Background: an optimization exercise with open tools, aiming at small area and few clock cycles. Do not read the settings as production practice.
Function was checked by simulation only, so behaviour that the tests miss may differ from the original.
Power and IR drop assume default switching activity.

==> flow/constraint.sdc <==
create_clock -name core_clock -period 7.5 [get_ports {clk}]
set_input_delay 1.5000 -clock core_clock [delete_from_list [all_inputs] [get_ports {clk}]]
set_output_delay 1.5000 -clock core_clock [all_outputs]
set_load 0.01 [all_outputs]
==> flow/design.v <==
`timescale 1ns/1ns
`default_nettype none
module crc16_word
(
    input  logic [15:0] crc_in,
    input  logic [31:0] data_in,
    output logic [15:0] crc_out
);
    logic fb;
    always_comb begin
        crc_out = crc_in;
        fb = 1'b0;
        for (int i = 31; i >= 0; i--) begin
            fb = crc_out[15] ^ data_in[i];
            crc_out = {crc_out[14:0], 1'b0} ^ (fb ? 16'h1021 : 16'h0000);
        end
    end
endmodule
`default_nettype wire
`timescale 1ns/1ns
`default_nettype none
module in_port
(
    input  logic        clk,
    input  logic        rst_n,
    input  logic        vld,
    input  logic        sop,
    input  logic        eop,
    input  logic [31:0] data,
    output logic        in_ready,
    input  logic        rd_sel,     
    input  logic        dsc_sel,    
    output logic [31:0] rd_data,    
    output logic [1:0]  dsc_prio,   
    output logic [4:0]  dsc_len,    
    output logic        avail,      
    input  logic        rd_adv,     
    input  logic        rd_pkt      
);
    logic [31:0] mem [16];
    logic [4:0]  wptr, wbase, rptr;
    logic        recv, bad, full;
    logic [4:0]  len;
    logic [1:0]  prio, dest;
    logic [15:0] crc, crc_nxt;
    logic [4:0]  hlen, used, cnt;
    logic        nowr, fits, take_hdr, take_wr, word_ok, good_end;
    crc16_word crc16 (
        .crc_in  (crc),
        .data_in (data),
        .crc_out (crc_nxt)
    );
    assign hlen = data[4:0];
    assign nowr     = (hlen > 5'd16) | (eop != (hlen == '0));
    assign used     = wbase - rptr;
    assign fits     = ({1'b0, used} + hlen) <= 6'd16;
    assign in_ready = ~recv & (nowr | ((~full | rd_pkt) & fits));
    assign take_hdr = in_ready & vld & sop;
    assign take_wr  = take_hdr & ~nowr;
    assign cnt      = wptr - wbase;       
    assign word_ok  = recv & vld & ~bad & (cnt != len);
    assign good_end = word_ok & eop & (cnt + 1'b1 == len);
    always_ff @(posedge clk) begin
        if (word_ok) begin
            mem[wptr[3:0]] <= data;
        end
    end
    always_comb begin
        rd_data = dsc_sel ? {7'd0, dest, prio, len, crc} : 32'd0;
        for (int i = 0; i < 16; i++) begin
            rd_data = rd_data | ((rd_sel && rptr[3:0] == 4'(i)) ? mem[i] : 32'd0);
        end
    end
    assign dsc_prio = prio;
    assign dsc_len  = len;
    assign avail    = full;
    always_ff @(posedge clk) begin
        if (take_wr) begin
            len  <= hlen;
            prio <= data[6:5];
            dest <= data[8:7];
            crc  <= 16'hFFFF;
        end else if (word_ok) begin
            crc  <= crc_nxt;
        end
    end
    always_ff @(posedge clk) begin
        if (!rst_n) begin
            recv  <= 1'b0;
            bad   <= 1'b0;
            full  <= 1'b0;
            wptr  <= '0;
            wbase <= '0;
            rptr  <= '0;
        end else begin
            if (rd_adv) begin
                rptr <= rptr + 1'b1;
            end
            if (rd_pkt) begin
                full <= 1'b0;
            end
            if (take_hdr) begin
                recv <= ~eop;
                bad  <= nowr;
                if (!nowr) begin
                    full <= eop;          
                end
            end else if (recv & vld) begin
                if (word_ok) begin
                    wptr <= wptr + 1'b1;
                end else begin
                    bad  <= 1'b1;
                end
                if (eop) begin
                    recv <= 1'b0;
                    if (good_end) begin
                        full  <= 1'b1;
                        wbase <= wptr + 1'b1;
                    end else begin
                        wptr <= wbase;    
                    end
                end
            end
        end
    end
endmodule
`default_nettype wire
`timescale 1ns/1ns
`default_nettype none
module switch_ingress
(
    input  logic        clk,
    input  logic        rst_n,
    input  logic        in0_vld,
    input  logic        in0_sop,
    input  logic        in0_eop,
    input  logic [31:0] in0_data,
    input  logic        in1_vld,
    input  logic        in1_sop,
    input  logic        in1_eop,
    input  logic [31:0] in1_data,
    output logic        in_ready0,
    output logic        in_ready1,
    output logic        out_vld,
    output logic        out_sop,
    output logic        out_eop,
    output logic        out_src,
    output logic [1:0]  out_dest,
    output logic [31:0] out_data,
    input  logic        out_ready
);
    logic [31:0] rd0, rd1, rd;
    logic [1:0]  pr0, pr1;
    logic [4:0]  ln0, ln1;
    logic [2:0]  lowcnt;
    logic        pmode, prio1;
    logic        av0, av1;
    logic        busy, src, insop, last, ready_q;
    logic [4:0]  rem;
    logic [1:0]  dest_q;
    logic        pick1, start, cur, xfer;
    in_port port0 (
        .clk      (clk),
        .rst_n    (rst_n),
        .vld      (in0_vld),
        .sop      (in0_sop),
        .eop      (in0_eop),
        .data     (in0_data),
        .in_ready (in_ready0),
        .rd_sel   (~cur & ~out_sop),
        .dsc_sel  (~cur & out_sop),
        .rd_data  (rd0),
        .dsc_prio (pr0),
        .dsc_len  (ln0),
        .avail    (av0),
        .rd_adv   (xfer & ~cur & ~out_sop),
        .rd_pkt   (xfer & ~cur & out_sop)
    );
    in_port port1 (
        .clk      (clk),
        .rst_n    (rst_n),
        .vld      (in1_vld),
        .sop      (in1_sop),
        .eop      (in1_eop),
        .data     (in1_data),
        .in_ready (in_ready1),
        .rd_sel   (cur & ~out_sop),
        .dsc_sel  (cur & out_sop),
        .rd_data  (rd1),
        .dsc_prio (pr1),
        .dsc_len  (ln1),
        .avail    (av1),
        .rd_adv   (xfer & cur & ~out_sop),
        .rd_pkt   (xfer & cur & out_sop)
    );
    assign prio1 = (pr1 > pr0) | ((pr1 == pr0) & ~last);
    assign pick1 = av1 & (~av0 | (pmode ? prio1 :
                                  ((ln1 < ln0) | ((ln1 == ln0) & prio1))));
    assign start = ~busy & (av0 | av1) & ready_q;
    assign cur   = busy ? src : pick1;
    assign rd    = rd0 | rd1;
    assign out_vld  = busy | start;
    assign out_sop  = ~busy | insop;
    assign out_eop  = out_sop ? (rd[20:16] == '0) : (rem == 5'd1);
    assign out_src  = cur;
    assign out_dest = out_sop ? rd[24:23] : dest_q;
    assign out_data = rd;
    assign xfer     = out_vld & out_ready;
    always_ff @(posedge clk) begin
        if (xfer & out_sop) begin
            dest_q <= rd[24:23];
        end
        if (xfer) begin
            rem <= out_sop ? rd[20:16] : rem - 1'b1;
        end
        if (~busy) begin
            src <= pick1;
        end
    end
    always_ff @(posedge clk) begin
        if (!rst_n) begin
            busy    <= 1'b0;
            insop   <= 1'b1;
            last    <= 1'b1;
            ready_q <= 1'b0;
            lowcnt  <= 3'd0;
            pmode   <= 1'b1;
        end else begin
            ready_q <= out_ready;
            lowcnt  <= out_ready ? 3'd0 : lowcnt + (lowcnt != 3'd7);
            if (lowcnt == 3'd7) begin
                pmode <= 1'b1;
            end else if (start) begin
                pmode <= 1'b0;
            end
            if (start) begin
                last <= pick1;
            end
            if (xfer & out_eop) begin
                busy  <= 1'b0;
                insop <= 1'b1;
            end else if (out_vld) begin
                busy  <= 1'b1;
                insop <= out_sop & ~xfer;
            end
        end
    end
endmodule
`default_nettype wire
==> flow/flow/run.sh <==
#!/bin/bash
set -euo pipefail
export BUFFER_PORTS_ARGS="-buffer_cell sky130_fd_sc_hd__buf_2"
export CTS_ARGS="-sink_clustering_enable -repair_clock_nets -dont_use_dummy_load -sink_clustering_size 24 -sink_clustering_max_diameter 120"
bash standard.sh > standard_flow.log 2>&1
==> flow/config.mk <==
export PLATFORM = sky130hd
export DESIGN_NAME = switch_ingress
export DESIGN_NICKNAME = switch_ingress
export VERILOG_FILES = /design/flow/design.v
export SDC_FILE = /design/flow/constraint.sdc
export NUM_CORES = 4
export LEC_CHECK = 0
export CAP_MARGIN = 20
export CORE_MARGIN = 2
export CORE_UTILIZATION = 40
export PLACE_DENSITY = 0.6
export SLEW_MARGIN = 20
==> flow/standard.sh <==
#!/bin/bash
# synth_recipe.tcl (not shown) runs the flow's synth.tcl, then flattens the netlist and writes it again
# the make line also repeats each setting of config.mk as NAME=value (left out here)
make -C /OpenROAD-flow-scripts/flow DESIGN_CONFIG=/design/flow/config.mk WORK_HOME=/design/flow/orfs CLKGATE_MAP_FILE= SYNTH_SCRIPT=/design/flow/synth_recipe.tcl "${@:-finish}"
==> impl_metrics.csv, run 1 <==
group,metric,value,unit
outcome,status,"complete, no violations",
synthesis,ys_types,69,
placed_design,dp_hpwl,97340,µm
critical_path,worstPathMaxFanout,21,
critical_path,worstPathArrival,4870,ps
floorplan,top_level_ports,113,
critical_path,critical-path-max-stage-delay,980,ps
floorplan,num_rows,123,
global_route,grt_pass1_vias,27550,
clock_network,clk_latency,670,ps
synthesis,yosys-top-cells-area,"edfxtp_1 (70%), a22oi_1 (5.5%), dfxtp_1 (3.4%)",
floorplan,core-area,0.1120,mm²
detailed_routing,drtAntennaViolNets,0,
detailed_routing,drt-initial-drc-count,5491,
synthesis,yosysWarnings,3,
run,timing.max_cap.violations,0,
synthesis,synthMostInstantiatedCell,"edfxtp_1",
global_route,antenna_found_initial,14,
synthesis,synth-async-reset-ratio,0,
synthesis,synth_top_area_cell,"edfxtp_1",
detailed_routing,wl_per_cell,37.46,µm
detailed_routing,firstDrtPassIters,7,
detailed_routing,vias,28870,
timing,max_slew_margin,0.2173,
global_route,grt_pass1_wl,224700,µm
timing,slew_violations,0,
critical_path,critical_path_class,"reg -> out",
pwr,cellInternalPower,0.01339,W
timing,worst_slew_pin_slew,1171,ps
pwr,p_comb_frac,0.523,
detailed_routing,drc_errors,0,
critical_path,slowest_stage,"a2111oi_0",
clock_network,clock-sinks,1126,
synthesis,synth_cells,2805,
synthesis,synth_edf_count,1049,
timing,fin_worst_skew,46.90,ps
clock_network,postCtsHoldBufs,0,
cells_and_area,drive_above_1_share,0.1244,
timing,hold_viol_final,0,
global_route,grt_max_degree,37,
clock_network,cts_tree,"yes",
cells_and_area,utilization,0.4385,
pwr,vdd_drop_max,0.9297,mV
critical_path,worstPathRequired,6000,ps
timing,rsz0062_at_grt,"no",
timing,fmax,156.9,MHz
synthesis,avgSynthCellArea,16.03,µm²
clock_network,root_buffer,"clkbuf_16",
global_route,overflow,0,
synthesis,synth-seq-area-share,0.7348,
critical_path,startpoint_type,"register",
clock_network,path_clk_slew,100,ps
critical_path,crit_chain,"ha_1 > nor4bb_1 > buf_4 > and2_2 > a2111oi_0 > and3_1 > nand4_1 > a221oi_1 > nand2_1 > o21ai_1 > buf_2",
timing,fin_crit_sh,0.8499,
synthesis,syn_area,0.04497,mm²
timing,min_period,6374,ps
placed_design,portBuffers,112,
timing,setup_viol,0,
pwr,power.density,438.0,mW/mm²
pwr,switching_share,0.3780,
cells_and_area,layout.nets,3045,
synthesis,synthFlopType,"edfxtp_1",
synthesis,synth_nets,2939,
floorplan,dieArea,0.1151,mm²
cells_and_area,areaGrowthSynthToFinish,9.257,%
clock_network,htreeDepth,2,
clock_network,numCtsBuffers,52,
synthesis,synth_common_cells,"edfxtp_1 (1049), a22oi_1 (327), xnor2_1 (132)",
timing,tns,0,ps
pwr,pwr-share-seq,0.331,
detailed_routing,via_per_inst,6.541,
pwr,leakagePower,15.98,nW
critical_path,critPathCaptureType,"output pin",
synthesis,synth_top_area_share,0.7005,
detailed_routing,routed_wl,165300,µm
floorplan,die_h,339.3,µm
pwr,p_clk_frac,0.146,
global_route,track_usage,0.2790,
clock_network,cts_setup_buffers,0,
pwr,switchingPower,0.008135,W
floorplan,initial_core_util,0.4014,
clock_network,ctsResizeCount,0,
synthesis,ys_seq_elements,1126,
hold_path,hold_path.class,"reg -> reg",
floorplan,die_w,339.3,µm
placed_design,gp_congestion,0.9186,
clock_network,clockBufferDepth,3,
## per-stage QoR
stage,setup slack [ps],hold WS (ps),instances,total power [W],instance area [µm²]
after floorplan,1955,446.6,2805,0.01664,44970
after global placement,1846,499.9,4355,0.01840,47760
after detailed placement,1888,503.2,4357,0.01842,47810
after CTS,1184,517.6,4409,0.02149,49110
after global routing,1090,538.6,4409,0.02233,49120
final,1126,519.2,4413,0.02152,49130
## worst max-delay path, delay by kind of cell (launching register included)
kind            cells  cell delay [ps]
compound gates      3             1720
fa+ha+maj           1              260
buf+inv             2              390
flops               1              390
simple gates        5             1470
## flip-flops by register name (all words and copies together), names as in the netlist, 16 cells and up
register	cells
port1.crc	16
port0.mem	512
port0.crc	16
port1.mem	512
## kinds of logic (layout without fill, tap and decap cells)
group / after synthesis / count (layout) / share of synthesized area
AOI/OAI and AO/OA: 655 / 655 / 0.1129
xor gates and xnor gates: 239 / 239 / 0.05540
adders and majority gates: 61 / 61 / 0.01798
buffers and inverters: 201 / 305 / 0.01681
DFF: 1126 / 1126 / 0.7348
muxes: 14 / 14 / 0.003172
other: 0 / 4 / 0
and+or+nand+nor: 509 / 509 / 0.05899
## power by group through the flow
stage | combinational (W) | sequential, W | clock (W)
after floorplan | 0.00946 | 0.00717 | 0
after global placement | 0.0111 | 0.00727 | 0
after detailed placement | 0.0112 | 0.00726 | 0
after CTS | 0.0112 | 0.00712 | 0.00313
after global routing | 0.0119 | 0.00713 | 0.00332
final | 0.0113 | 0.00713 | 0.00313
## final timing paths
check / startpoint / to / slack (ps) / depth (start not counted)
worst max register to register: port1.wptr[0] / port1.mem[6][17] / 2510 / 12
worst max-delay path: port0.rptr[0] / out_eop / 1130 / 11
worst min-delay path: last / last / 520 / 2
worst min register to register: last / last / 520 / 2
## cells in the final DEF, fill, tap and decap left out, drive strengths merged, types with 13 or more instances in the layout
master,Yosys,final
a2111oi,20,20
a211oi,13,13
a21o,13,13
a21oi,37,37
a221oi,93,93
a22o,90,90
a22oi,327,327
and2,34,34
and3,64,64
buf,31,192
clkbuf,109,52
dfxtp,77,77
edfxtp,1049,1049
ha,55,55
inv,61,60
nand2,94,94
nand3,77,77
nand4,58,58
nor2,94,94
nor3,24,24
o21ai,18,18
xnor2,167,167
xor2,66,66
## final cells by class
| type | count | area (µm²) |
|---|---|---|
| Antenna cell | 4 | 10.01 |
| Clock buffer | 52 | 1301 |
| Fill cell | 9923 | 62910 |
| Inverter | 61 | 229.0 |
| Multi-Input combinational cell | 1478 | 11460 |
| Sequential cell | 1126 | 33040 |
| Tap cell | 1500 | 1877 |
| Timing Repair Buffer | 192 | 1206 |
## layer usage
layer	part of all wire	track usage
met3	0.12	0.06015
met4	0.050	0.1155
met5	0.00030	0
met1	0.37	0.3722
met2	0.46	0.4444
Testbench counts, summed over its fixed seeds: cycles 15,698.
==> inputs of run 2 (changes only) <==
--- a/flow/design.v
+++ b/flow/design.v
@@ -53,7 +53,7 @@
     assign hlen = data[4:0];
     assign nowr     = (hlen > 5'd16) | (eop != (hlen == '0));
     assign used     = wbase - rptr;
-    assign fits     = ({1'b0, used} + hlen) <= 6'd16;
+    assign fits     = ({1'b0, used} + hlen) <= (rd_adv ? 6'd17 : 6'd16);
     assign in_ready = ~recv & (nowr | ((~full | rd_pkt) & fits));
     assign take_hdr = in_ready & vld & sop;
     assign take_wr  = take_hdr & ~nowr;
==> impl_metrics.csv, run 2 <==
group,metric,value,unit
clock_network,clockBufferDepth,3,
clock_network,clk_latency,680,ps
global_route,grt_pass1_wl,224700,µm
synthesis,avgSynthCellArea,15.74,µm²
clock_network,numCtsBuffers,52,
outcome,status,"complete, no violations",
timing,max_slew_margin,0.1807,
detailed_routing,routed_wl,165900,µm
clock_network,cts_tree,"yes",
placed_design,gp_congestion,0.9376,
detailed_routing,drc_errors,0,
cells_and_area,n_fill_cell,9890,
detailed_routing,wl_per_cell,36.59,µm
floorplan,top_level_ports,113,
clock_network,postCtsHoldBufs,0,
floorplan,die_w,341.6,µm
floorplan,initial_core_util,0.4040,
timing,fin_crit_sh,0.9022,
detailed_routing,via_per_inst,6.401,
critical_path,slowest_stage,"nor3_1",
clock_network,path_clk_slew,100,ps
critical_path,cp_top_family,"simple AND/OR/NAND/NOR gates",
timing,whs,508.1,ps
timing,hold_viol_final,0,
pwr,power.density,444.2,mW/mm²
detailed_routing,drt-initial-drc-count,4782,
critical_path,critical_path_class,"reg -> out",
timing,worst_slew_pin_slew,1226,ps
pwr,leakagePower,16.21,nW
placed_design,dp.cells,4478,
timing,fmax,147.8,MHz
clock_network,clock-sinks,1126,
floorplan,die_h,341.6,µm
global_route,grt_max_degree,35,
cells_and_area,layout.nets,3169,
synthesis,synthFlopType,"edfxtp_1",
timing,min_period,6766,ps
synthesis,synth_common_cells,"edfxtp_1 (1049), a22oi_1 (353), xnor2_1 (135)",
clock_network,ctsResizeCount,0,
synthesis,synth_edf_count,1049,
cells_and_area,drive_above_1_share,0.1310,
critical_path,worstPathArrival,5270,ps
timing,slew_violations,0,
detailed_routing,firstDrtPassIters,5,
synthesis,syn_area,0.04558,mm²
clock_network,root_buffer,"clkbuf_16",
synthesis,synth_top_area_cell,"edfxtp_1",
clock_network,htreeDepth,2,
global_route,track_usage,0.2783,
critical_path,crit_top_cell,"ha_1",
pwr,totalPowerFinal,0.02233,W
hold_path,hold_path.class,"reg -> reg",
synthesis,synth_nets,3032,
cells_and_area,ff_latch_area,0.03304,mm²
timing,rsz0062_at_grt,"no",
floorplan,core-area,0.1128,mm²
timing,setup_viol,0,
synthesis,yosysWarnings,3,
critical_path,path_buf_inv,2,
synthesis,yosys-top-cells-area,"edfxtp_1 (69%), a22oi_1 (5.8%), dfxtp_1 (3.4%)",
synthesis,synth_cells,2896,
cells_and_area,stdcell_count,4535,
run,timing.max_cap.violations,0,
clock_network,cts_setup_buffers,0,
global_route,antenna_found_initial,10,
critical_path,worstPathMaxFanout,22,
synthesis,ys_types,77,
cells_and_area,layout_common_cells,"edfxtp_1 (1049), a22oi_1 (353), xnor2_1 (135), nand2_1 (127), buf_2 (112)",
cells_and_area,areaGrowthSynthToFinish,10.28,%
cells_and_area,layout_commonest_cell,"edfxtp_1",
floorplan,dieArea,0.1167,mm²
synthesis,synthMostInstantiatedCell,"edfxtp_1",
critical_path,critPathCaptureType,"output pin",
synthesis,synth-async-reset-ratio,0,
cells_and_area,multi_input_area,0.01215,mm²
synthesis,ys_seq_elements,1126,
synthesis,synth-seq-area-share,0.7250,
global_route,overflow,0,
synthesis,synth_top_area_share,0.6912,
timing,fin_worst_skew,69.41,ps
timing,tns,0,ps
critical_path,startpoint_type,"register",
critical_path,worstPathRequired,6000,ps
pwr,vdd_drop_max,1.130,mV
critical_path,critical-path-max-stage-delay,970,ps
global_route,grt_pass1_vias,27160,
placed_design,dp_hpwl,101900,µm
detailed_routing,vias,29030,
floorplan,num_rows,123,
critical_path,crit_chain,"ha_1 > and3_1 > a31oi_1 > a311oi_1 > o311ai_1 > and2_1 > inv_2 > nor3_1 > ha_1 > o2111ai_1 > a2111o_1 > nor2b_1 > nor2_1 > buf_2",
detailed_routing,drtAntennaViolNets,0,
placed_design,portBuffers,112,
-- run 2: cell types whose count changed after synthesis, moves of 12 or more --
cell,before,now
and2_1,31,13
nor3_1,24,40
a221oi_1,93,70
nor4_1,12,24
o21ai_0,15,43
a22oi_1,327,353
a22o_1,90,69
a2111oi_0,20,5
xnor2_2,34,20
nor2_1,94,116
mux2i_1,12,39
and3_1,64,25
nand2_1,94,127
-- run 2: worst paths after layout --
check	from	end	slack, ps	depth (start not counted)
worst max register to register	port1.len[3]	port0.len[4]	1650	13
worst min-delay path	port1.crc[2]	port1.crc[2]	510	2
worst max-delay path	port1.len[3]	in_ready0	730	14
worst min register to register	port1.crc[2]	port1.crc[2]	510	2
-- run 2: through the flow --
step,utilization,setup slack [ps],instance area (µm²)
floorplan,-,2322,45580
global placement,0.4325,1545,48790
detailed placement,0.4337,1480,48930
CTS,0.4453,758.8,50230
global route,0.4455,346.4,50260
finish,0.4455,733.8,50260
-- run 2: routing by layer --
layer	routed length, µm	track usage	vias up	part of all wire
met5	48	0	-	0.00029
met4	6274	0.09637	6	0.038
met3	20030	0.05800	327	0.12
met2	77370	0.4465	2081	0.47
met1	62220	0.3768	14940	0.37
li1	-	-	11680	-
-- run 2: kinds of logic after synthesis --
family / Yosys count / share of synthesized area
AND/OR/NAND/NOR: 543 / 0.05974
buffers and inverters: 215 / 0.01776
AO/OA/AOI/OAI: 664 / 0.1100
XOR/XNOR: 239 / 0.05894
multiplexers: 46 / 0.01029
flip-flops: 1126 / 0.7250
adder cells (fa/ha/maj): 63 / 0.01828
-- run 2: final cells by class --
type                       count  area share
tap                         1500     0.03734
sequential                  1126      0.6574
multi-input combinational   1555      0.2416
inverter                      75    0.005601
clock buffer                  52     0.02589
timing repair buffer         223     0.03191
antenna                        4   0.0001992
-- run 2: worst min-delay path: cells and delay by family (launching register included) --
kind	cells	cell delay [ps]
simple gates	2	120
flops	1	340
-- run 2: report_power, final --
part           internal, W  switching [W]
clock              0.00124        0.00188
combinational      0.00571        0.00639
sequential         0.00696       0.000139
total               0.0139        0.00841
Testbench counts of run 2, summed over its fixed seeds: cycles 15,565.
==> inputs of run 3 (changes only) <==
--- a/flow/design.v
+++ b/flow/design.v
@@ -66,14 +66,14 @@
         end
     end
     always_comb begin
-        rd_data = dsc_sel ? {7'd0, dest, prio, len, crc} : 32'd0;
+        rd_data = dsc_sel ? {7'd0, dest, prio, len, (good_end ? crc_nxt : crc)} : 32'd0;
         for (int i = 0; i < 16; i++) begin
             rd_data = rd_data | ((rd_sel && rptr[3:0] == 4'(i)) ? mem[i] : 32'd0);
         end
     end
     assign dsc_prio = prio;
     assign dsc_len  = len;
-    assign avail    = full;
+    assign avail    = full | good_end;
     always_ff @(posedge clk) begin
         if (take_wr) begin
             len  <= hlen;
@@ -114,7 +114,7 @@
                 if (eop) begin
                     recv <= 1'b0;
                     if (good_end) begin
-                        full  <= 1'b1;
+                        full  <= ~rd_pkt;
                         wbase <= wptr + 1'b1;
                     end else begin
                         wptr <= wbase;    
==> impl_metrics.csv, run 3 <==
group,metric,value,unit
global_route,grt_pass1_vias,27250,
global_route,antenna_found_initial,11,
floorplan,die_w,341.6,µm
clock_network,clock-sinks,1126,
synthesis,synth_nets,2993,
outcome,status,"complete, no violations",
clock_network,ctsResizeCount,0,
detailed_routing,vias,29640,
cells_and_area,layout_common_cells,"edfxtp_1 (1049), a22oi_1 (337), xnor2_1 (138), nand2_1 (116), buf_2 (112)",
timing,fin_crit_sh,0.9584,
pwr,totalPowerFinal,0.02368,W
critical_path,r2r_start,"port1.wptr[0]",
global_route,overflow,0,
synthesis,ys_types,79,
synthesis,ys_seq_elements,1126,
synthesis,yosysWarnings,3,
cells_and_area,drive_above_1_share,0.1312,
clock_network,numCtsBuffers,53,
synthesis,synth_common_cells,"edfxtp_1 (1049), a22oi_1 (337), xnor2_1 (138)",
detailed_routing,drt-initial-drc-count,5392,
timing,setup_viol,0,
floorplan,die_h,341.6,µm
synthesis,synth_top_area_share,0.6909,
timing,worst_slew_pin_slew,1222,ps
timing,max_slew_margin,0.1837,
run,timing.max_cap.violations,0,
cells_and_area,multi_input_area,0.01224,mm²
detailed_routing,dr.max_layer_used,"met5",
hold_path,hold_end,"port1.crc[2]",
synthesis,synth_top_area_cell,"edfxtp_1",
synthesis,synthMostInstantiatedCell,"edfxtp_1",
synthesis,synth_cells,2857,
synthesis,synth-seq-area-share,0.7247,
clock_network,clk_latency,710,ps
critical_path,reg2reg_depth,15,
hold_path,whs_path_depth,2,
detailed_routing,firstDrtPassIters,8,
synthesis,synthFlopType,"edfxtp_1",
timing,hold_viol_final,0,
critical_path,path_buf_inv,3,
placed_design,dp_hpwl,100700,µm
cells_and_area,n_fill_cell,9880,
cells_and_area,areaGrowthSynthToFinish,10.09,%
cells_and_area,layout_commonest_cell,"edfxtp_1",
global_route,track_usage,0.2870,
critical_path,r2r_slack,1980,ps
global_route,grt_max_degree,33,
clock_network,root_buffer,"clkbuf_16",
critical_path,slowest_stage,"xnor3_1",
timing,fin_worst_skew,54.64,ps
critical_path,r2r-end,"port1.len[1]",
critical_path,critPathCaptureType,"output pin",
hold_path,hold_path.class,"reg -> reg",
floorplan,initial_core_util,0.4042,
critical_path,critical-path-max-stage-delay,620,ps
cells_and_area,ff_latch_area,0.03304,mm²
critical_path,startpoint_type,"primary input",
detailed_routing,drc_errors,0,
critical_path,crit_top_cell,"xnor2_1",
detailed_routing,dr_wl_met2,75150,µm
critical_path,crit_chain,"buf_2 > xnor2_1 > xnor3_1 > xnor2_2 > xnor3_2 > xnor2_4 > xnor2_1 > xnor2_1 > nand2_1 > o21ai_0 > o221ai_1 > buf_4 > buf_2",
pwr,vdd_drop_max,1.638,mV
critical_path,worstPathArrival,5690,ps
clock_network,htreeDepth,2,
detailed_routing,wirelength_met1,66840,µm
timing,slew_violations,0,
synthesis,avgSynthCellArea,15.96,µm²
placed_design,gp_congestion,0.9519,
placed_design,portBuffers,112,
detailed_routing,wl_per_cell,38.11,µm
clock_network,cts_tree,"yes",
critical_path,worstPathMaxFanout,17,
cells_and_area,layout.nets,3126,
floorplan,dieArea,0.1167,mm²
synthesis,syn_area,0.04560,mm²
clock_network,postCtsHoldBufs,0,
clock_network,clockBufferDepth,3,
detailed_routing,via_per_inst,6.601,
floorplan,core-area,0.1128,mm²
timing,rsz0062_at_grt,"no",
timing,fmax,139.1,MHz
detailed_routing,routed_wl,171100,µm
detailed_routing,drtAntennaViolNets,0,
detailed_routing,wl_met3,21800,µm
critical_path,worstPathRequired,6000,ps
timing,tns,0,ps
synthesis,synth_edf_count,1049,
clock_network,path_clk_slew,100,ps
floorplan,top_level_ports,113,
global_route,grt_pass1_wl,229900,µm
timing,whs,505.9,ps
pwr,power.density,471.7,mW/mm²
critical_path,cp_top_family,"XOR/XNOR gates",
pwr,leakagePower,16.13,nW
synthesis,yosys-top-cells-area,"edfxtp_1 (69%), a22oi_1 (5.5%), dfxtp_1 (3.4%)",
critical_path,critical_path_class,"in -> out",
timing,min_period,7188,ps
floorplan,num_rows,123,
synthesis,synth-async-reset-ratio,0,
clock_network,cts_setup_buffers,0,
hold_path,min_from,"port1.crc[2]",
run 3: metrics by stage:
| step | area, µm² | utilization | std cells | worst slack [ps] |
|---|---|---|---|---|
| after floorplan | 45600 | - | 2857 | 1817 |
| after global placement | 48790 | 0.4325 | 4432 | 471.3 |
| after detailed placement | 48830 | 0.4329 | 4434 | 405.2 |
| after CTS | 50160 | 0.4446 | 4487 | 394.8 |
| after global routing | 50190 | 0.4449 | 4488 | 212.9 |
| final | 50200 | 0.4450 | 4491 | 312.0 |
run 3: power breakdown:
part	total, W	internal [W]	switching (W)
Clock	0.00319	0.00126	0.00193
Sequential	0.00708	0.00696	0.000118
Combinational	0.0134	0.00562	0.00779
run 3: metal layers:
layer,vias to the layer above,global-route usage
met5,-,0
met4,10,0.1062
met3,381,0.06200
met2,2337,0.4320
met1,15310,0.4093
li1,11610,-
run 3: worst max path at each step:
stage | end | from | cells after the start
floorplan | out_data[14] | in1_data[30] | 10
global placement | out_data[14] | in1_data[26] | 13
detailed placement | out_data[14] | in1_data[26] | 13
CTS | out_data[14] | in1_data[26] | 13
global route | out_data[14] | in1_data[26] | 13
finish | out_data[14] | in1_data[26] | 13
run 3: layout make-up:
type,instances,area share
Timing Repair Buffer,213,0.02846
Clock buffer,53,0.02642
Inverter,74,0.005533
Tap cell,1500,0.03739
Multi-Input combinational cell,1522,0.2438
Sequential cell,1126,0.6582
Antenna cell,3,0.0001496
run 3: cell families after synthesis:
kind of cell / Yosys count / synth area share
XOR/XNOR: 241 / 0.06103
flip-flops: 1126 / 0.7247
adder cells (fa/ha/maj): 63 / 0.01828
AO/OA/AOI/OAI: 697 / 0.1187
buffers and inverters: 209 / 0.01734
AND/OR/NAND/NOR: 492 / 0.05356
multiplexers: 29 / 0.006476
run 3: worst register-to-register path, cell delays in order (launching register included):
cell and delay (ps):
dfxtp_1 450, inv_1 140, ha_1 240, fa_1 570, inv_1 60, ha_1 300
xnor2_1 160, nand4_1 110, nor2_1 110, o21ai_1 130, o21a_1 320, o31a_1 470
buf_4 270, o21ai_0 250, nand3_1 850, inv_1 720
Testbench counts of run 3, summed over its fixed seeds: cycles 15,421.
==> inputs of run 4 (changes only) <==
--- a/flow/design.v
+++ b/flow/design.v
@@ -53,7 +53,7 @@
     assign hlen = data[4:0];
     assign nowr     = (hlen > 5'd16) | (eop != (hlen == '0));
     assign used     = wbase - rptr;
-    assign fits     = ({1'b0, used} + hlen) <= (rd_adv ? 6'd17 : 6'd16);
+    assign fits     = ({1'b0, used} + hlen) <= 6'd16;
     assign in_ready = ~recv & (nowr | ((~full | rd_pkt) & fits));
     assign take_hdr = in_ready & vld & sop;
     assign take_wr  = take_hdr & ~nowr;
@@ -66,14 +66,14 @@
         end
     end
     always_comb begin
-        rd_data = dsc_sel ? {7'd0, dest, prio, len, (good_end ? crc_nxt : crc)} : 32'd0;
+        rd_data = dsc_sel ? {7'd0, dest, prio, len, crc} : 32'd0;
         for (int i = 0; i < 16; i++) begin
             rd_data = rd_data | ((rd_sel && rptr[3:0] == 4'(i)) ? mem[i] : 32'd0);
         end
     end
     assign dsc_prio = prio;
     assign dsc_len  = len;
-    assign avail    = full | good_end;
+    assign avail    = full;
     always_ff @(posedge clk) begin
         if (take_wr) begin
             len  <= hlen;
@@ -114,7 +114,7 @@
                 if (eop) begin
                     recv <= 1'b0;
                     if (good_end) begin
-                        full  <= ~rd_pkt;
+                        full  <= 1'b1;
                         wbase <= wptr + 1'b1;
                     end else begin
                         wptr <= wbase;    
==> flow/flow/run.sh (replaced) <==
#!/bin/bash
set -euo pipefail
export BUFFER_PORTS_ARGS="-buffer_cell sky130_fd_sc_hd__buf_2"
export CTS_ARGS="-sink_clustering_enable -repair_clock_nets -dont_use_dummy_load -sink_clustering_size 32 -sink_clustering_max_diameter 80"
bash standard.sh > standard_flow.log 2>&1
--- a/flow/config.mk
+++ b/flow/config.mk
@@ -7,6 +7,6 @@
 export LEC_CHECK = 0
 export CAP_MARGIN = 20
 export CORE_MARGIN = 2
-export CORE_UTILIZATION = 40
-export PLACE_DENSITY = 0.6
+export CORE_UTILIZATION = 60
+export PLACE_DENSITY = 0.8
 export SLEW_MARGIN = 20
==> impl_metrics.csv, run 4 <==
group,metric,value,unit
outcome,status,"complete, no violations",
detailed_routing,vias,29770,
cells_and_area,layout_commonest_cell,"edfxtp_1",
synthesis,synthFlopType,"edfxtp_1",
synthesis,synthMostInstantiatedCell,"edfxtp_1",
synthesis,ys_types,69,
clock_network,clk_latency,660,ps
cells_and_area,ff_latch_area,0.03304,mm²
timing,slew_violations,0,
floorplan,dieArea,0.07715,mm²
floorplan,initial_core_util,0.6050,
critical_path,crit_chain,"inv_1 > ha_1 > and2_0 > and2_2 > buf_4 > a22oi_1 > nand3_1 > or4_1 > a221oi_1 > nand4_1 > o21ai_1 > buf_2",
clock_network,cts_setup_buffers,0,
synthesis,synth-simple-area-share,0.05899,
critical_path,startpoint_type,"register",
detailed_routing,drc_errors,0,
placed_design,portBuffers,112,
floorplan,core-area,0.07432,mm²
timing,setup_slack,1319,ps
detailed_routing,firstDrtPassIters,6,
pwr,power.density,440.9,mW/mm²
clock_network,path_clk_slew,80,ps
timing,worst_slew_pin_slew,1270,ps
placed_design,dp_hpwl,89910,µm
placed_design,place_ws,2017,ps
clock_network,clockBufferDepth,3,
detailed_routing,via_per_inst,7.673,
cells_and_area,multi_input_area,0.01147,mm²
detailed_routing,routed_wl,152100,µm
synthesis,synth_cells,2805,
critical_path,worstPathArrival,4680,ps
global_route,track_usage,0.3900,
synthesis,yosys-top-cells-area,"edfxtp_1 (70%), a22oi_1 (5.5%), dfxtp_1 (3.4%)",
synthesis,yosysWarnings,3,
critical_path,reg2reg_depth,10,
timing,min_period,6181,ps
synthesis,synth_nets,2939,
critical_path,critPathCaptureType,"output pin",
detailed_routing,drtAntennaViolNets,0,
cells_and_area,layout.nets,3043,
timing,setup_viol,0,
floorplan,die_w,277.8,µm
cells_and_area,drive_above_1_share,0.1238,
synthesis,synth_top_family_by_area,"compound AO/OA/AOI/OAI gates",
cells_and_area,layout_common_cells,"edfxtp_1 (1049), a22oi_1 (327), xnor2_1 (132), buf_2 (112), nand2_1 (94)",
synthesis,synth_fa_ha_area_frac,0.01797,
synthesis,ys_seq_elements,1126,
cells_and_area,areaGrowthSynthToFinish,7.524,%
critical_path,cp_top_family,"simple AND/OR/NAND/NOR gates",
detailed_routing,wirelength_met1,47920,µm
critical_path,r2r-end,"port1.len[3]",
detailed_routing,wl_per_cell,39.21,µm
hold_path,min_from,"port1.bad",
clock_network,htreeDepth,2,
synthesis,synth_xor_area_frac,0.05540,
critical_path,worstPathMaxFanout,18,
clock_network,ctsResizeCount,0,
timing,fin_worst_skew,86.43,ps
hold_path,whs_path_depth,1,
global_route,antenna_found_initial,6,
pwr,leakagePower,15.92,nW
global_route,grt_max_degree,34,
hold_path,hold_end,"port1.bad",
timing,fin_crit_sh,0.8241,
timing,tns,0,ps
synthesis,synth-seq-area-share,0.7348,
synthesis,synth_top_area_share,0.7005,
critical_path,worstPathRequired,6000,ps
floorplan,die_h,277.8,µm
global_route,grt_pass1_vias,28220,
floorplan,top_level_ports,113,
critical_path,cp.depth,12,
cells_and_area,n_fill_cell,5012,
detailed_routing,dr.max_layer_used,"met5",
critical_path,critical-path-max-stage-delay,700,ps
clock_network,cts_tree,"yes",
synthesis,synth-compound-area-share,0.1129,
floorplan,num_rows,100,
critical_path,critical_path_class,"reg -> out",
clock_network,root_buffer,"clkbuf_16",
detailed_routing,wl_met3,25590,µm
synthesis,synth-async-reset-ratio,0,
clock_network,postCtsHoldBufs,0,
global_route,grt_pass1_wl,209700,µm
clock_network,clock-sinks,1126,
critical_path,r2r_start,"port1.len[1]",
timing,hold_viol_final,0,
synthesis,synth_common_cells,"edfxtp_1 (1049), a22oi_1 (327), xnor2_1 (132)",
synthesis,synth_edf_count,1049,
synthesis,synth_top_area_cell,"edfxtp_1",
synthesis,avgSynthCellArea,16.03,µm²
timing,max_slew_margin,0.1512,
placed_design,gp_congestion,0.9815,
hold_path,hold_path.class,"reg -> reg",
synthesis,synthMuxAreaShare,0.003172,
clock_network,numCtsBuffers,46,
run,timing.max_cap.violations,0,
timing,fmax,161.8,MHz
pwr,vdd_drop_max,1.351,mV
global_route,overflow,0,
critical_path,r2r_slack,2720,ps
detailed_routing,dr_wl_met2,66930,µm
synthesis,syn_area,0.04497,mm²
critical_path,path_buf_inv,3,
timing,rsz0062_at_grt,"no",
detailed_routing,drt-initial-drc-count,6330,
critical_path,slowest_stage,"or4_1",
-- run 4: how the worst max path moves through the flow --
stage                        startpoint               to  slack, ps
after floorplan                 in0_vld  port0.mem[1][0]       1960
after global placement      in1_data[0]        in_ready1       1940
after detailed placement    in1_data[0]        in_ready1       2020
after CTS                          busy          out_eop       1400
after global routing      port0.rptr[0]          out_eop       1130
final                     port1.rptr[0]          out_eop       1320
-- run 4: final cells by class --
class                           count  area share
Sequential cell                  1126      0.6834
Tap cell                          969     0.02508
Timing Repair Buffer              196     0.02562
Antenna cell                        4   0.0002070
Clock buffer                       46     0.02381
Multi-Input combinational cell   1478      0.2372
Inverter                           61    0.004736
-- run 4: cells by family after synthesis --
group,count (synthesis)
DFF,1126
and+or+nand+nor,509
muxes,14
adders and majority gates,61
buffers and inverters,201
AOI/OAI and AO/OA,655
xor gates and xnor gates,239
-- run 4: report_power, final --
| part | leakage, nW | internal [W] | switching [W] |
|---|---|---|---|
| clock | 0.567 | 0.00111 | 0.00178 |
| combinational | 5.29 | 0.00519 | 0.00612 |
| sequential | 10.1 | 0.00696 | 0.000159 |
| total | 15.9 | 0.0133 | 0.00806 |
-- run 4: worst register-to-register path, delay by kind of cell (launching register included) --
| kind | cells | cell delay (ps) |
|---|---|---|
| AO/OA/AOI/OAI | 5 | 1850 |
| buffers and inverters | 1 | 630 |
| adder cells (fa/ha/maj) | 1 | 350 |
| AND/OR/NAND/NOR | 3 | 1080 |
| flip-flops | 1 | 510 |
-- run 4: per-stage QoR --
step | hold WS (ps) | cell area (µm²) | instances | util | total power, W
4_1_cts | 520.5 | 48310 | 3875 | 0.6500 | 0.02118
5_1_grt | 543.5 | 48340 | 3877 | 0.6505 | 0.02224
2_1_floorplan | 446.6 | 44970 | 2805 | - | 0.01664
3_3_place_gp | 506.9 | 47100 | 3827 | 0.6338 | 0.01816
3_5_place_dp | 505.4 | 47160 | 3829 | 0.6345 | 0.01838
6_report | 517.6 | 48350 | 3880 | 0.6506 | 0.02132
-- run 4: metal layers --
layer  vias to the layer above  global-route usage
met5                         -                   0
met2                      3353              0.5944
met3                       716              0.1192
met4                         8              0.2237
met1                     14380              0.5004
li1                      11310                   -
Testbench counts of run 4, summed over its fixed seeds: cycles 15,698.
==> inputs of run 5 (changes only) <==
--- a/flow/design.v
+++ b/flow/design.v
@@ -13,6 +13,28 @@
         for (int i = 31; i >= 0; i--) begin
             fb = crc_out[15] ^ data_in[i];
             crc_out = {crc_out[14:0], 1'b0} ^ (fb ? 16'h1021 : 16'h0000);
+        end
+    end
+endmodule
+`default_nettype wire
+`timescale 1ns/1ns
+`default_nettype none
+module rd_mux
+(
+    input  logic [15:0][31:0] mem0,
+    input  logic [15:0][31:0] mem1,
+    input  logic [15:0] sel0,
+    input  logic [15:0] sel1,
+    input  logic [24:0] dsc0,
+    input  logic [24:0] dsc1,
+    input  logic        dsel0,
+    input  logic        dsel1,
+    output logic [31:0] q
+);
+    always_comb begin
+        q = (dsel0 ? {7'd0, dsc0} : 32'd0) | (dsel1 ? {7'd0, dsc1} : 32'd0);
+        for (int i = 0; i < 16; i++) begin
+            q = q | (sel0[i] ? mem0[i] : 32'd0) | (sel1[i] ? mem1[i] : 32'd0);
         end
     end
 endmodule
@@ -29,15 +51,15 @@
     input  logic [31:0] data,
     output logic        in_ready,
     input  logic        rd_sel,     
-    input  logic        dsc_sel,    
-    output logic [31:0] rd_data,    
+    output logic [15:0] wen,        
+    output logic [15:0] rsel,       
+    output logic [24:0] desc,       
     output logic [1:0]  dsc_prio,   
     output logic [4:0]  dsc_len,    
     output logic        avail,      
     input  logic        rd_adv,     
     input  logic        rd_pkt      
 );
-    logic [31:0] mem [16];
     logic [4:0]  wptr, wbase, rptr;
     logic        recv, bad, full;
     logic [4:0]  len;
@@ -53,24 +75,20 @@
     assign hlen = data[4:0];
     assign nowr     = (hlen > 5'd16) | (eop != (hlen == '0));
     assign used     = wbase - rptr;
-    assign fits     = ({1'b0, used} + hlen) <= 6'd16;
+    assign fits     = ({1'b0, used} + hlen) <= (rd_adv ? 6'd17 : 6'd16);
     assign in_ready = ~recv & (nowr | ((~full | rd_pkt) & fits));
     assign take_hdr = in_ready & vld & sop;
     assign take_wr  = take_hdr & ~nowr;
     assign cnt      = wptr - wbase;       
     assign word_ok  = recv & vld & ~bad & (cnt != len);
     assign good_end = word_ok & eop & (cnt + 1'b1 == len);
-    always_ff @(posedge clk) begin
-        if (word_ok) begin
-            mem[wptr[3:0]] <= data;
-        end
-    end
     always_comb begin
-        rd_data = dsc_sel ? {7'd0, dest, prio, len, crc} : 32'd0;
         for (int i = 0; i < 16; i++) begin
-            rd_data = rd_data | ((rd_sel && rptr[3:0] == 4'(i)) ? mem[i] : 32'd0);
-        end
-    end
+            wen[i]  = word_ok && wptr[3:0] == 4'(i);
+            rsel[i] = rd_sel && rptr[3:0] == 4'(i);
+        end
+    end
+    assign desc = {dest, prio, len, crc};
     assign dsc_prio = prio;
     assign dsc_len  = len;
     assign avail    = full;
@@ -149,7 +167,11 @@
     output logic [31:0] out_data,
     input  logic        out_ready
 );
-    logic [31:0] rd0, rd1, rd;
+    logic [31:0] rd;
+    logic [15:0][31:0] mem0;
+    logic [15:0][31:0] mem1;
+    logic [15:0] wen0, wen1, rsel0, rsel1;
+    logic [24:0] dsc0, dsc1;
     logic [1:0]  pr0, pr1;
     logic [4:0]  ln0, ln1;
     logic [2:0]  lowcnt;
@@ -168,8 +190,9 @@
         .data     (in0_data),
         .in_ready (in_ready0),
         .rd_sel   (~cur & ~out_sop),
-        .dsc_sel  (~cur & out_sop),
-        .rd_data  (rd0),
+        .wen      (wen0),
+        .rsel     (rsel0),
+        .desc     (dsc0),
         .dsc_prio (pr0),
         .dsc_len  (ln0),
         .avail    (av0),
@@ -185,8 +208,9 @@
         .data     (in1_data),
         .in_ready (in_ready1),
         .rd_sel   (cur & ~out_sop),
-        .dsc_sel  (cur & out_sop),
-        .rd_data  (rd1),
+        .wen      (wen1),
+        .rsel     (rsel1),
+        .desc     (dsc1),
         .dsc_prio (pr1),
         .dsc_len  (ln1),
         .avail    (av1),
@@ -198,7 +222,27 @@
                                   ((ln1 < ln0) | ((ln1 == ln0) & prio1))));
     assign start = ~busy & (av0 | av1) & ready_q;
     assign cur   = busy ? src : pick1;
-    assign rd    = rd0 | rd1;
+    always_ff @(posedge clk) begin
+        for (int i = 0; i < 16; i++) begin
+            if (wen0[i]) begin
+                mem0[i] <= in0_data;
+            end
+            if (wen1[i]) begin
+                mem1[i] <= in1_data;
+            end
+        end
+    end
+    rd_mux rdm (
+        .mem0  (mem0),
+        .mem1  (mem1),
+        .sel0  (rsel0),
+        .sel1  (rsel1),
+        .dsc0  (dsc0),
+        .dsc1  (dsc1),
+        .dsel0 (~cur & out_sop),
+        .dsel1 (cur & out_sop),
+        .q     (rd)
+    );
     assign out_vld  = busy | start;
     assign out_sop  = ~busy | insop;
     assign out_eop  = out_sop ? (rd[20:16] == '0) : (rem == 5'd1);
==> flow/flow/run.sh (replaced) <==
#!/bin/bash
set -euo pipefail
export BUFFER_PORTS_ARGS="-buffer_cell sky130_fd_sc_hd__buf_2"
export CTS_ARGS="-sink_clustering_enable -repair_clock_nets -dont_use_dummy_load -sink_clustering_size 24 -sink_clustering_max_diameter 120"
bash standard.sh > standard_flow.log 2>&1
--- a/flow/config.mk
+++ b/flow/config.mk
@@ -7,6 +7,8 @@
 export LEC_CHECK = 0
 export CAP_MARGIN = 20
 export CORE_MARGIN = 2
-export CORE_UTILIZATION = 60
-export PLACE_DENSITY = 0.8
+export CORE_UTILIZATION = 40
+export PLACE_DENSITY = 0.6
 export SLEW_MARGIN = 20
+export SYNTH_HIERARCHICAL = 1
+export SYNTH_MINIMUM_KEEP_SIZE = 2000
==> impl_metrics.csv, run 5 <==
group,metric,value,unit
outcome,status,"complete, no violations",
floorplan,core-area,0.1122,mm²
timing,tns,0,ps
timing,setup_slack,196.6,ps
critical_path,slowest_stage,"o41ai_1",
global_route,grt_max_degree,33,
floorplan,num_rows,123,
timing,setup_viol,0,
clock_network,clk_latency,690,ps
critical_path,critical-path-max-stage-delay,750,ps
synthesis,synth-async-reset-ratio,0,
critical_path,worstPathRequired,6000,ps
cells_and_area,drive_above_1_share,0.1273,
synthesis,ys_types,67,
critical_path,cp_top_family,"compound AO/OA/AOI/OAI gates",
global_route,grt_pass1_wl,226700,µm
timing,min_period,7303,ps
clock_network,htreeDepth,2,
synthesis,synthFlopType,"edfxtp_1",
synthesis,synth_top_area_share,0.6987,
detailed_routing,wl_per_cell,38.01,µm
critical_path,reg2reg_depth,17,
synthesis,synth_xor_area_frac,0.06347,
clock_network,ctsResizeCount,0,
cells_and_area,layout_common_cells,"edfxtp_1 (1049), a22oi_1 (542), nand4_1 (134), xnor2_1 (126), buf_2 (112)",
synthesis,yosys-top-cells-area,"edfxtp_1 (70%), a22oi_1 (9.0%), dfxtp_1 (3.4%)",
critical_path,worstPathArrival,5800,ps
synthesis,avgSynthCellArea,16.25,µm²
timing,hold_viol_final,0,
hold_path,whs_path_depth,2,
timing,rsz0062_at_grt,"no",
clock_network,clock-sinks,1126,
critical_path,critical_path_class,"reg -> out",
hold_path,hold_end,"port1.crc[4]",
hold_path,hold_path.class,"reg -> reg",
synthesis,synth-compound-area-share,0.1100,
floorplan,initial_core_util,0.4018,
detailed_routing,firstDrtPassIters,7,
synthesis,yosysWarnings,10,
synthesis,synth_cells,2774,
synthesis,synth-simple-area-share,0.05417,
timing,fin_worst_skew,66.86,ps
global_route,antenna_found_initial,15,
timing,slew_violations,0,
clock_network,postCtsHoldBufs,0,
pwr,power.density,455.4,mW/mm²
critical_path,crit_chain,"inv_1 > ha_1 > nor2b_1 > o21a_1 > a2111oi_0 > o21ai_0 > nand2_1 > nor2_2 > buf_4 > a22oi_1 > nand4_1 > nor4_1 > nand4_1 > or3_1 > o41ai_1 > buf_2",
detailed_routing,routed_wl,167300,µm
floorplan,die_h,339.7,µm
clock_network,cts_setup_buffers,0,
timing,max_slew_margin,0.1345,
clock_network,root_buffer,"clkbuf_16",
synthesis,synthMuxAreaShare,0.001582,
synthesis,synth_edf_count,1049,
synthesis,syn_area,0.04508,mm²
timing,fin_crit_sh,0.9738,
synthesis,synth_common_cells,"edfxtp_1 (1049), a22oi_1 (542), nand4_1 (134)",
detailed_routing,drc_errors,0,
floorplan,top_level_ports,113,
placed_design,dp_hpwl,99150,µm
global_route,grt_pass1_vias,27650,
global_route,overflow,0,
critical_path,crit_top_cell,"nand4_1",
placed_design,gp_congestion,0.9287,
critical_path,r2r-end,"insop",
pwr,leakagePower,15.65,nW
synthesis,ys_seq_elements,1126,
floorplan,dieArea,0.1154,mm²
timing,fmax,136.9,MHz
floorplan,die_w,339.7,µm
clock_network,cts_tree,"yes",
cells_and_area,layout.nets,3036,
cells_and_area,areaGrowthSynthToFinish,9.522,%
pwr,vdd_drop_max,0.9964,mV
critical_path,startpoint_type,"register",
detailed_routing,drt-initial-drc-count,4650,
clock_network,numCtsBuffers,53,
detailed_routing,vias,28800,
critical_path,critPathCaptureType,"output pin",
critical_path,worstPathMaxFanout,25,
placed_design,place_ws,1058,ps
synthesis,synth-seq-area-share,0.7329,
critical_path,r2r_start,"port0.len[1]",
run,timing.max_cap.violations,0,
detailed_routing,via_per_inst,6.542,
critical_path,path_buf_inv,3,
clock_network,path_clk_slew,110,ps
timing,worst_slew_pin_slew,1295,ps
synthesis,synth_top_area_cell,"edfxtp_1",
hold_path,min_from,"port1.crc[4]",
clock_network,clockBufferDepth,3,
placed_design,portBuffers,112,
detailed_routing,drtAntennaViolNets,0,
global_route,track_usage,0.2827,
synthesis,synthMostInstantiatedCell,"edfxtp_1",
synthesis,synth_nets,2910,
cells_and_area,layout_commonest_cell,"edfxtp_1",
synthesis,synth_fa_ha_area_frac,0.01848,
critical_path,r2r_slack,2280,ps
synthesis,synth_top_family_by_area,"compound AO/OA/AOI/OAI gates",
run 5: cell types whose count changed after synthesis, sizes merged, moves of 22 or more:
cell / change
a22oi: +221
a22o: -89
and2: -29
and3: -60
a221oi: -92
nor2: +22
nand4: +76
clkbuf: -46
buf: +35
nand3: -54
run 5: per-module statistics from Yosys (local to each module, per instance):
module          flip-flops and latches  cells inside  cell area, µm²  times used
rd_mux                               0           824            5728           1
switch_ingress                    1126          1950           39360           1
run 5: report_power, final:
part | internal, W | total (W) | switching [W]
clock | 0.00126 | 0.00314 | 0.00187
combinational | 0.00591 | 0.0122 | 0.00634
sequential | 0.00696 | 0.00710 | 0.000138
run 5: area by class of cell:
| cell class | instances | area (µm²) |
|---|---|---|
| multi-input cells | 1463 | 11600 |
| clock buffers | 53 | 1326 |
| fillers | 9778 | 62820 |
| flip-flops and latches | 1126 | 33040 |
| diodes | 5 | 12.51 |
| well taps | 1500 | 1877 |
| inverters | 56 | 210.2 |
| repair buffers | 200 | 1309 |
run 5: metal layers:
| layer | up-vias | part of all wire | global-route usage |
|---|---|---|---|
| met2 | 2325 | 0.47 | 0.4599 |
| met3 | 410 | 0.12 | 0.05516 |
| met4 | 8 | 0.050 | 0.1145 |
| met1 | 14780 | 0.36 | 0.3732 |
| li1 | 11280 | - | - |
| met5 | - | 0.00028 | 0 |
run 5: how the worst max path moves through the flow:
stage / end / startpoint / cells past startpoint / slack (ps)
2_1_floorplan: out_eop / port0.len[1] / 16 / 2050
3_3_place_gp: out_eop / port0.len[1] / 16 / 1220
3_5_place_dp: out_eop / port0.len[1] / 16 / 1060
4_1_cts: out_eop / port0.len[1] / 16 / 360
5_1_grt: out_eop / port0.len[1] / 16 / 30
6_report: out_eop / port0.len[1] / 16 / 200
run 5: worst min-delay path, delay by kind of cell (launching register included):
kind             cells  cell delay [ps]
DFF                  1              340
and+or+nand+nor      2              130
run 5: kinds of logic (layout without fill, tap and decap cells):
group	count (synthesis)	in the layout
compound gates	672	672
xor+xnor	239	239
fa+ha+maj	63	63
buf+inv	185	309
flops	1126	1126
mux	7	7
other cells	0	5
simple gates	482	482
run 5: through the flow:
stage	hold WS [ps]	utilization	area [µm²]	cells	power, W
5_1_grt	552.9	0.4400	49370	4400	0.02337
3_5_place_dp	500.3	0.4277	47980	4343	0.01930
3_3_place_gp	491.1	0.4271	47910	4340	0.01935
4_1_cts	517.9	0.4395	49310	4396	0.02243
2_1_floorplan	446.6	-	45080	2774	0.01722
6_report	513.5	0.4401	49380	4403	0.02249
Testbench counts of run 5, summed over its fixed seeds: cycles 15,565.
==> inputs of run 6 (changes only) <==
--- a/flow/design.v
+++ b/flow/design.v
@@ -173,7 +173,7 @@
     logic [15:0] wen0, wen1, rsel0, rsel1;
     logic [24:0] dsc0, dsc1;
     logic [1:0]  pr0, pr1;
-    logic [4:0]  ln0, ln1;
+    logic [4:0]  ln0, ln1, lnc;
     logic [2:0]  lowcnt;
     logic        pmode, prio1;
     logic        av0, av1;
@@ -245,7 +245,8 @@
     );
     assign out_vld  = busy | start;
     assign out_sop  = ~busy | insop;
-    assign out_eop  = out_sop ? (rd[20:16] == '0) : (rem == 5'd1);
+    assign lnc      = cur ? ln1 : ln0;
+    assign out_eop  = out_sop ? (lnc == '0) : (rem == 5'd1);
     assign out_src  = cur;
     assign out_dest = out_sop ? rd[24:23] : dest_q;
     assign out_data = rd;
@@ -255,7 +256,7 @@
             dest_q <= rd[24:23];
         end
         if (xfer) begin
-            rem <= out_sop ? rd[20:16] : rem - 1'b1;
+            rem <= out_sop ? lnc : rem - 1'b1;
         end
         if (~busy) begin
             src <= pick1;
==> impl_metrics.csv, run 6 <==
group,metric,value,unit
outcome,status,"complete, no violations",
clock_network,ctsResizeCount,0,
timing,fin_worst_skew,47.54,ps
critical_path,startpoint_type,"register",
synthesis,synthFlopType,"edfxtp_1",
synthesis,avgSynthCellArea,16.21,µm²
placed_design,dp_hpwl,98770,µm
synthesis,synth_common_cells,"edfxtp_1 (1049), a22oi_1 (543), nor2_1 (136)",
clock_network,cts_setup_buffers,0,
global_route,overflow,0,
critical_path,critPathCaptureType,"output pin",
cells_and_area,design_area,0.04969,mm²
placed_design,placed_cell_area,0.04826,mm²
clock_network,postCtsHoldBufs,0,
pwr,leakagePower,15.71,nW
synthesis,synth_top_area_cell,"edfxtp_1",
detailed_routing,drc_errors,0,
detailed_routing,via_per_inst,6.483,
floorplan,initial_core_util,0.4029,
synthesis,yosysWarnings,10,
cells_and_area,ff_latch_area,0.03304,mm²
cells_and_area,layout_commonest_cell,"edfxtp_1",
critical_path,critical_path_class,"reg -> out",
timing,min_period,6648,ps
synthesis,synthMostInstantiatedCell,"edfxtp_1",
synthesis,synth-async-reset-ratio,0,
pwr,power.density,460.0,mW/mm²
cells_and_area,n_fill_cell,9884,
hold_path,min_from,"port0.rptr[4]",
synthesis,synth-seq-area-share,0.7300,
timing,worst_slew_pin_slew,1298,ps
clock_network,numCtsBuffers,53,
timing,tns,0,ps
hold_path,hold_path.class,"reg -> reg",
global_route,track_usage,0.2798,
critical_path,worstPathMaxFanout,13,
timing,fmax,150.4,MHz
synthesis,syn_area,0.04526,mm²
detailed_routing,drtAntennaViolNets,0,
global_route,grt_pass1_wl,225100,µm
placed_design,portBuffers,112,
cells_and_area,stdcell_count,4426,
pwr,vdd_drop_max,0.9645,mV
clock_network,htreeDepth,2,
timing,rsz0062_at_grt,"no",
cells_and_area,multi_input_area,0.01178,mm²
cells_and_area,layout_common_cells,"edfxtp_1 (1049), a22oi_1 (543), nand4_1 (131), xnor2_1 (118), buf_2 (112)",
floorplan,die_w,340.4,µm
synthesis,ys_types,70,
timing,setup_viol,0,
cells_and_area,areaGrowthSynthToFinish,9.783,%
timing,max_slew_margin,0.1324,
synthesis,synth_cells,2793,
critical_path,startpoint,"port0.len[2]",
detailed_routing,vias,28690,
synthesis,yosys-top-cells-area,"edfxtp_1 (70%), a22oi_1 (9.0%), dfxtp_1 (3.4%)",
run,timing.max_cap.violations,0,
cells_and_area,drive_above_1_share,0.1327,
clock_network,clock-sinks,1126,
clock_network,clockBufferDepth,3,
detailed_routing,drt-initial-drc-count,4428,
timing,fin_crit_sh,0.8864,
synthesis,synth_nets,2929,
floorplan,core-area,0.1123,mm²
detailed_routing,firstDrtPassIters,5,
clock_network,clk_latency,700,ps
global_route,grt_max_degree,33,
critical_path,worstPathRequired,6000,ps
synthesis,ys_seq_elements,1126,
global_route,antenna_found_initial,9,
timing,slew_violations,0,
global_route,grt_pass1_vias,27640,
detailed_routing,routed_wl,165100,µm
clock_network,root_buffer,"clkbuf_16",
cells_and_area,layout.nets,3061,
floorplan,num_rows,123,
clock_network,path_clk_slew,110,ps
placed_design,dp.cells,4366,
cells_and_area,utilization,0.4423,
floorplan,top_level_ports,113,
critical_path,worstPathArrival,5150,ps
floorplan,die_h,340.4,µm
placed_design,gp_congestion,0.9399,
critical_path,r2r_start,"port0.len[2]",
timing,setup_slack,852.0,ps
synthesis,synth_top_area_share,0.6959,
clock_network,cts_tree,"yes",
synthesis,synth_edf_count,1049,
placed_design,place_ws,1539,ps
floorplan,dieArea,0.1159,mm²
timing,hold_viol_final,0,
detailed_routing,wl_per_cell,37.30,µm
[run 6: cells by family after synthesis]
kind of cell | share of synthesized area
flops | 0.7300
compound gates | 0.1112
buf+inv | 0.01985
fa+ha+maj | 0.01841
simple gates | 0.05313
mux | 0.002515
xor+xnor | 0.06496
[run 6: layout make-up]
class                           instances  share of cell area
Antenna cell                            3           0.0001511
Clock buffer                           53             0.02669
Inverter                               60            0.004532
Tap cell                             1500             0.03777
Timing Repair Buffer                  208             0.02880
Sequential cell                      1126              0.6649
Multi-Input combinational cell       1476              0.2371
[run 6: final timing paths]
check | to | slack (ps) | depth (start not counted)
max | in_ready0 | 850 | 14
min | port0.rptr[4] | 510 | 2
max reg2reg | port0.len[4] | 2140 | 14
min reg2reg | port0.rptr[4] | 510 | 2
[run 6: critical path, cell delays in order, from the launching register on]
cell and delay, ps:
edfxtp_1 490, inv_1 170, ha_1 250, and3_1 180
a31oi_1 160, o32ai_1 160, o211ai_1 330, nand2_1 350
nor3_1 790, ha_1 280, o2111ai_1 120, a2111oi_0 750
nor2_1 130, nor2_1 140, buf_2 140
[run 6: modules after synthesis (local to each module, per instance)]
module	times used	cells inside
rd_mux	1	824
switch_ingress	1	1969
[run 6: stage by stage]
stage / hold WS (ps) / power, W
finish: 514.2 / 0.02286
global route: 546.2 / 0.02381
CTS: 516.1 / 0.02285
detailed placement: 502.2 / 0.01972
global placement: 489.1 / 0.01976
floorplan: 470.4 / 0.01749
[run 6: per-layer routing]
layer | up-vias | part of all wire | global-route usage
li1 | 11360 | - | -
met2 | 1999 | 0.47 | 0.4489
met4 | 4 | 0.049 | 0.1246
met1 | 14950 | 0.38 | 0.3709
met3 | 377 | 0.11 | 0.05328
met5 | - | 0.00012 | 0
[run 6: report_power, final]
| group | internal (W) | leakage, nW | total [W] | switching [W] |
|---|---|---|---|---|
| sequential | 0.00696 | 10.1 | 0.00712 | 0.000160 |
| combinational | 0.00599 | 5.00 | 0.0126 | 0.00659 |
| clock | 0.00126 | 0.653 | 0.00316 | 0.00190 |
| total | 0.0142 | 15.7 | 0.0229 | 0.00865 |
Testbench counts of run 6, summed over its fixed seeds: cycles 15,565.

what the ideal ports hide:
Ports are ideal in the flow. The routed layouts listed here were re-timed in OpenROAD. Step 1 sets driving cells, clkbuf_16 on the clock port and buf_2 on the other inputs (assumed; they add their load-dependent delay and slew). Step 2 also shifts input and output timing later by t, the mid clock arrival at the registers, as if the neighbouring blocks saw the same clock. Three values: ideal, step 1, step 2; two values: the first two.
run	t, ns	setup WS [ns]	worst setup path after step 2	pins driven straight from the clock port
run 1	0.714	1.126 / 1.058 / 1.771	register to output	1
run 2	0.711	0.734 / 0.660 / 1.371	register to output	1
run 3	0.756	0.312 / 0.293 / 0.293	input to output	1
run 4	0.686	1.319 / 1.252 / 1.935	input to output	1
run 5	0.717	0.197 / 0.123 / 0.840	register to output	1
run 6	0.742	0.852 / 0.783 / 1.525	register to output	1
After both steps every run listed still meets setup and hold. The setup slack of run 3, which loses most, moves by -0.019 ns with the drivers and by -0.019 ns with both steps.
